This design comes from an exercise in tuning for small area on the open sky130 flow, not from production work.
In this exercise RTL edits were held to simulation tests only and were not proved equivalent to the original.
The flow treats the clock pin as an ideal source, which a real chip does not have.
Power and IR drop assume default switching activity.

Setup of sierra:
// pmem_line_responder
module pmem_line_responder
#(
  parameter int LINES         = 16,
  parameter int READ_LATENCY  = 8,
  parameter int WRITE_LATENCY = 8
) (
  input  logic        clk,
  input  logic        reset,
  input  logic        pmem_read,
  input  logic        pmem_write,
  input  lc3b_types::lc3b_word    pmem_address,
  input  lc3b_types::lc3b_32bytes pmem_wdata,
  output logic        pmem_resp,
  output lc3b_types::lc3b_32bytes pmem_rdata,
  output logic        protocol_error
);
For scale: ~6,600 cells after synthesis, about 4,400 flip-flops, ~100,000 sq um of cells after synthesis.
Settings: LEC_CHECK=0, CAP_MARGIN=20, CORE_MARGIN=2, CORE_UTILIZATION=60, CTS_CLUSTER_DIAMETER=100, CTS_CLUSTER_SIZE=30, SLEW_MARGIN=20, SYNTH_HIERARCHICAL=1, SYNTH_MINIMUM_KEEP_SIZE=0; clock period 10.0 ns.
standard.sh (not shown) runs the stock make flow with config.mk's settings and CLKGATE_MAP_FILE= SYNTH_SCRIPT=/design/flow/synth_recipe.tcl, a recipe that flattens the netlist after the stock synthesis.
==> flow/flow/run.sh <==
#!/bin/bash
# Standard ORFS layout (the standard.sh, unchanged synthesis and steps), except that the
# port buffers are the smallest buffer cell instead of the one buffer_ports picks by itself,
# and clock tree synthesis uses larger sink clusters without dummy loads.
set -euo pipefail
export BUFFER_PORTS_ARGS="-buffer_cell sky130_fd_sc_hd__buf_1"
export CTS_ARGS="-sink_clustering_enable -repair_clock_nets -sink_clustering_size 32 -sink_clustering_max_diameter 70 -dont_use_dummy_load"
bash standard.sh > standard.log 2>&1
sierra: PASS, flow complete, no timing, DRC or antenna violations
Here is what was changed in the inputs of nickel compared with sierra.
==> flow/flow/run.sh <==
#!/bin/bash
# Standard ORFS layout (the standard.sh, unchanged synthesis and steps), except:
# - the port buffers are the smallest buffer cell instead of the one buffer_ports picks;
# - clock tree synthesis uses clkbuf_16 for the root and trunk, clkbuf_8 for the leaf
#   clusters, no dummy loads, and a post-CTS step that upsizes any leaf buffer whose
#   flip-flop clock-pin slew estimate is too high (flow/upsize_clk.tcl).
set -euo pipefail
here=$(pwd)
export BUFFER_PORTS_ARGS="-buffer_cell sky130_fd_sc_hd__buf_1"
export CTS_ARGS="-sink_clustering_enable -repair_clock_nets -buf_list \"sky130_fd_sc_hd__clkbuf_8 sky130_fd_sc_hd__clkbuf_16\" -root_buf sky130_fd_sc_hd__clkbuf_16 -tree_buf sky130_fd_sc_hd__clkbuf_16 -sink_clustering_buffer sky130_fd_sc_hd__clkbuf_8 -sink_clustering_size 23 -sink_clustering_max_diameter 60 -dont_use_dummy_load"
export POST_CTS_TCL="$here/flow/upsize_clk.tcl"
export CLK_LEAF_SLEW=0.115
bash standard.sh > standard.log 2>&1
==> flow/flow/upsize_clk.tcl (new file) <==
# After clock tree synthesis: upsize each leaf clock buffer whose estimated slew at its
# flip-flop clock pins is above CLK_LEAF_SLEW (ns) to the next larger clock buffer, then
# legalize the placement again.
estimate_parasitics -placement
set upsized 0
foreach inst [get_cells clkbuf_leaf_*] {
  if {[get_property $inst ref_name] != "sky130_fd_sc_hd__clkbuf_8"} {
    continue
  }
  set worst 0
  foreach p [get_pins -of_objects [get_nets -of_objects [get_pins [get_full_name $inst]/X]]] {
    if {[get_property $p direction] == "input"} {
      set s [get_property $p slew_max]
      if {$s > $worst} {
        set worst $s
      }
    }
  }
  if {$worst > $::env(CLK_LEAF_SLEW)} {
    replace_cell $inst sky130_fd_sc_hd__clkbuf_16
    incr upsized
  }
}
puts "upsized $upsized leaf clock buffers"
detailed_placement
check_placement -verbose
estimate_parasitics -placement
Findings:
- Having completed the whole flow, nickel delivered a layout that passed the timing, design-rule and antenna checks.
- nickel against sierra: worst slew margin relative to its limit dropped 0.26 points, clock buffer count up about 30%, part of the cycle the worst path needs flat.
- The core of nickel is more densely filled than that of sierra.
- Via count in nickel vs sierra: up 0.78%
- Delta (nickel minus sierra): cell area power density increased by 1.9% relative to the old numbers, signed area change from the synthesized netlist to the final layout went up by 1.0 points.
- Critical path capture point: buf_q[135]$_DFF_P_ -> nickel, buf_q[152]$_DFF_P_ -> sierra
- Row via count of the first global-routing pass: nickel higher / sierra lower

---

Another version of the RTL of pmem_line_responder (not shown whole).
Size: ~4400 flip-flops, about 530 I/O pins, ~100000 um2 of cells after synthesis.
clock: 10.0 ns
lec_check: 0
cap_margin: 20
core_margin: 2
core_utilization: 40
cts_cluster_diameter: 100
cts_cluster_size: 30
slew_margin: 20
synth_hierarchical: 1
synth_minimum_keep_size: 0
run.sh (not shown) runs the stock make flow with config.mk's settings and CLKGATE_MAP_FILE= SYNTH_SCRIPT=/design/flow/synth_recipe.tcl, a recipe that flattens the netlist after the stock synthesis.
Stock flow here: none of the scripts above is used.
The starting point completed with no timing, DRC or antenna violations.
Edit:
==> flow/flow/run.sh (new file) <==
#!/bin/bash
# Standard ORFS layout (the standard.sh, unchanged synthesis and steps), except that the
# port buffers are the smallest buffer cell instead of the one buffer_ports picks by itself,
# and clock tree synthesis uses larger sink clusters without dummy loads.
set -euo pipefail
export BUFFER_PORTS_ARGS="-buffer_cell sky130_fd_sc_hd__buf_1"
export CTS_ARGS="-sink_clustering_enable -repair_clock_nets -sink_clustering_size 36 -sink_clustering_max_diameter 60 -dont_use_dummy_load"
bash standard.sh > standard.log 2>&1
==> flow/standard.sh (new file) <==
#!/bin/bash
# synth_recipe.tcl (not shown) runs the flow's synth.tcl, then flattens the netlist and writes it again
# the make line also repeats each setting of config.mk as NAME=value (left out here)
make -C /OpenROAD-flow-scripts/flow DESIGN_CONFIG=/design/flow/config.mk WORK_HOME=/design/flow/orfs CLKGATE_MAP_FILE= SYNTH_SCRIPT=/design/flow/synth_recipe.tcl "${@:-finish}"
--- a/flow/config.mk
+++ b/flow/config.mk
@@ -9,3 +9,3 @@
 export CORE_MARGIN = 2
-export CORE_UTILIZATION = 40
+export CORE_UTILIZATION = 60
 export CTS_CLUSTER_DIAMETER = 100
removed: flow/run.sh
What happened:
- The changed run passed the timing, design-rule and antenna checks
- cell count fell by 12%
- routed wire length fell by 4.4%
- fmax rose by 10%
- sequential share of layout area rose by 3.6 points

---

Setup of the baseline:
RTL: one of the versions met above, not the one the previous note started from.
Size: ~6600 cells after synthesis, ~4400 flip-flops, ~530 I/O pins.
export LEC_CHECK = 0
export CAP_MARGIN = 20
export CORE_MARGIN = 2
export CORE_UTILIZATION = 60
export CTS_CLUSTER_DIAMETER = 100
export CTS_CLUSTER_SIZE = 30
export SLEW_MARGIN = 20
export SYNTH_HIERARCHICAL = 1
export SYNTH_MINIMUM_KEEP_SIZE = 0
create_clock -name core_clock -period 10.0 [get_ports {clk}]
standard.sh (not shown) runs the stock make flow with config.mk's settings and CLKGATE_MAP_FILE= SYNTH_SCRIPT=/design/flow/synth_recipe.tcl, a recipe that flattens the netlist after the stock synthesis.
==> flow/flow/run.sh <==
#!/bin/bash
# Standard ORFS layout (the standard.sh, unchanged synthesis and steps), except that the
# port buffers are the smallest buffer cell instead of the one buffer_ports picks by itself,
# and clock tree synthesis uses larger sink clusters without dummy loads.
set -euo pipefail
export BUFFER_PORTS_ARGS="-buffer_cell sky130_fd_sc_hd__buf_1"
export CTS_ARGS="-sink_clustering_enable -repair_clock_nets -sink_clustering_size 34 -sink_clustering_max_diameter 80 -dont_use_dummy_load"
bash standard.sh > standard.log 2>&1
The baseline did not stop at any stage, and its layout met the timing, design-rule and antenna checks.
[inputs] the candidate vs the baseline
- CORE_UTILIZATION: 60 -> 80
diff --git a/flow/flow/run.sh b/flow/flow/run.sh
--- a/flow/flow/run.sh
+++ b/flow/flow/run.sh
@@ -5,4 +5,4 @@
 set -euo pipefail
 export BUFFER_PORTS_ARGS="-buffer_cell sky130_fd_sc_hd__buf_1"
-export CTS_ARGS="-sink_clustering_enable -repair_clock_nets -sink_clustering_size 34 -sink_clustering_max_diameter 80 -dont_use_dummy_load"
+export CTS_ARGS="-sink_clustering_enable -repair_clock_nets -sink_clustering_size 36 -sink_clustering_max_diameter 70 -dont_use_dummy_load"
 bash standard.sh > standard.log 2>&1
Results
Status: non-clock buffer area fraction after layout parity (the candidate, the baseline)
Looking at effective utilization at floorplan, the candidate sits 20 points higher than the baseline does.
Peak per-stage delay on the critical path ends up lower on the baseline.
Clock skew ended up 0.0032 ns higher on the candidate than on the baseline.
The higher final area of the candidate and the baseline is in the baseline.
Taking the candidate over the baseline, the via count of the first global-routing pass ratio works out to 1.06.
The data arrival time of the worst path number comes out higher for the candidate vs the baseline.
Cell count was lower in the run labelled the candidate.

---

v1:
pmem_line_responder with an RTL version that a note above also has.
Size in the first run: roughly 6,500 cells after synthesis, ~4,400 flip-flops, roughly 530 I/O pins.
export LEC_CHECK = 0
export CAP_MARGIN = 20
export CORE_MARGIN = 2
export CORE_UTILIZATION = 60
export CTS_CLUSTER_DIAMETER = 70
export CTS_CLUSTER_SIZE = 36
export SLEW_MARGIN = 20
export SYNTH_HIERARCHICAL = 1
export SYNTH_MINIMUM_KEEP_SIZE = 0
create_clock -name core_clock -period 10.0 [get_ports {clk}]
==> flow/flow/run.sh <==
#!/bin/bash
# Standard ORFS layout (the standard.sh, unchanged synthesis and steps), except that the
# port buffers are the smallest buffer cell instead of the one buffer_ports picks by itself.
set -euo pipefail
export BUFFER_PORTS_ARGS="-buffer_cell sky130_fd_sc_hd__buf_1"
bash standard.sh > standard.log 2>&1
v1 completed; timing, DRC and antenna clean
For v25, these inputs were changed with respect to v1:
- CORE_UTILIZATION now 40, was 60
- CTS_CLUSTER_DIAMETER now 100, was 70
- CTS_CLUSTER_SIZE now 30, was 36
==> comparison <==
v25 finished end to end and its layout was clean on timing, DRC and antenna.
Sort v1 and v25 by minimum hold slack, ascending, and v25 comes first.
v25 has total power density per cell area below what v1 had.
Per the comparison of v25 with v1, maximum number of pins on one net before global-route repair shrank by 17%, clock power lower, design area went up by about 1.2%.
Actual transition at the worst max-transition pin of v1 is on par with v25.
Relative to v1, the placement-stage cell area measured on v25 has increased slightly.
Comparing v1 and v25, the higher critical path depth was measured on v25.
On v25: setup slack is 240 ps lower than what v1 gave.
In v25, the die boundary width came out 22% above the value in v1.
For v3, these inputs were changed with respect to v25:
- a change of CTS_CLUSTER_DIAMETER from 100 to 80
- a change of CORE_UTILIZATION from 40 to 60
--- outcome ---
Finished layout cell area (higher): v25
Cmp v3 vs v25: TritonCTS buffer count lower in v3
v3 improves on v25 in least setup slack across all paths after layout.
Of v3 and v25, it is v3 that has the higher total global routing track utilization.
Looking at placeable core area across both flows, v3 is the stronger of the two, with v25 trailing.
Critical-path maximum fanout (v3 over v25): decrease, about 40%
Per the comparison of v3 with v25, relative area of non-clock buffer cells in the final design about even, sequential share of layout area rose 1.3 points, portion of total power attributed to the clock network fell 0.6 points.
[compare] base=v25 new=v3: combinational power share did not really move; final wirelength fell by 3.2%.
The following lists how v31 was set up differently from v3:
- putting CTS_BUF_LIST at sky130_fd_sc_hd__clkbuf_8 where nothing was set
- swapping 80 for 50 in CTS_CLUSTER_DIAMETER
- swapping 30 for 18 in CTS_CLUSTER_SIZE
Notes after the runs:
[compare] base=v3 new=v31: core utilization held steady; met2 wire length grew by about 1.2%; combined global-route utilization of all metal layers grew by 0.31 points. Area growth from synthesis to final layout: v31 > v3. Against v3, v31 comes in 3.9% higher on maximum clock rate. Compared to v3, v31 has detailed route wirelength on metal3 5.1% higher. The clock buffer count in the final layout in v31 was higher than what v3 gave.

[static timing again, ports no longer ideal]
Ports are ideal in the flow. The routed layouts listed here were re-timed in OpenROAD. Step 1 sets driving cells, clkbuf_16 on the clock port and buf_2 on the other inputs (assumed; they add their load-dependent delay and slew). Step 2 also shifts input and output timing later by t, the mid clock arrival at the registers, as if the neighbouring blocks saw the same clock. a / b / c = no drivers / after step 1 / after step 2; a / b = the first two.
| run | t, ns | setup WS [ns] | worst data-port slew with drivers (ns) |
|---|---|---|---|
| sierra | 0.867 | 4.950 / 4.994 / 4.127 | 0.17 |
| nickel | 0.904 | 4.951 / 4.995 / 4.091 | 0.17 |
| the first run of note 2 | 0.916 | 4.461 / 4.495 / 3.579 | 0.15 |
| the second run of note 2 | 0.881 | 4.978 / 5.017 / 4.136 | 0.15 |
| the baseline | 0.863 | 4.966 / 5.006 / 4.143 | 0.17 |
| the candidate | 0.855 | 4.764 / 4.817 / 3.963 | 0.17 |
| v1 | 0.901 | 4.930 / 4.970 / 4.068 | 0.15 |
| v25 | 0.920 | 4.691 / 4.744 / 3.824 | 0.15 |
| v3 | 0.897 | 4.954 / 4.993 / 4.095 | 0.16 |
| v31 | 1.081 | 5.143 / 5.179 / 4.099 | 0.17 |
After both steps setup and hold are still met in every run listed. For v31, which loses most, drivers alone change the setup slack by +0.036 ns; drivers and shift together by -1.044 ns.
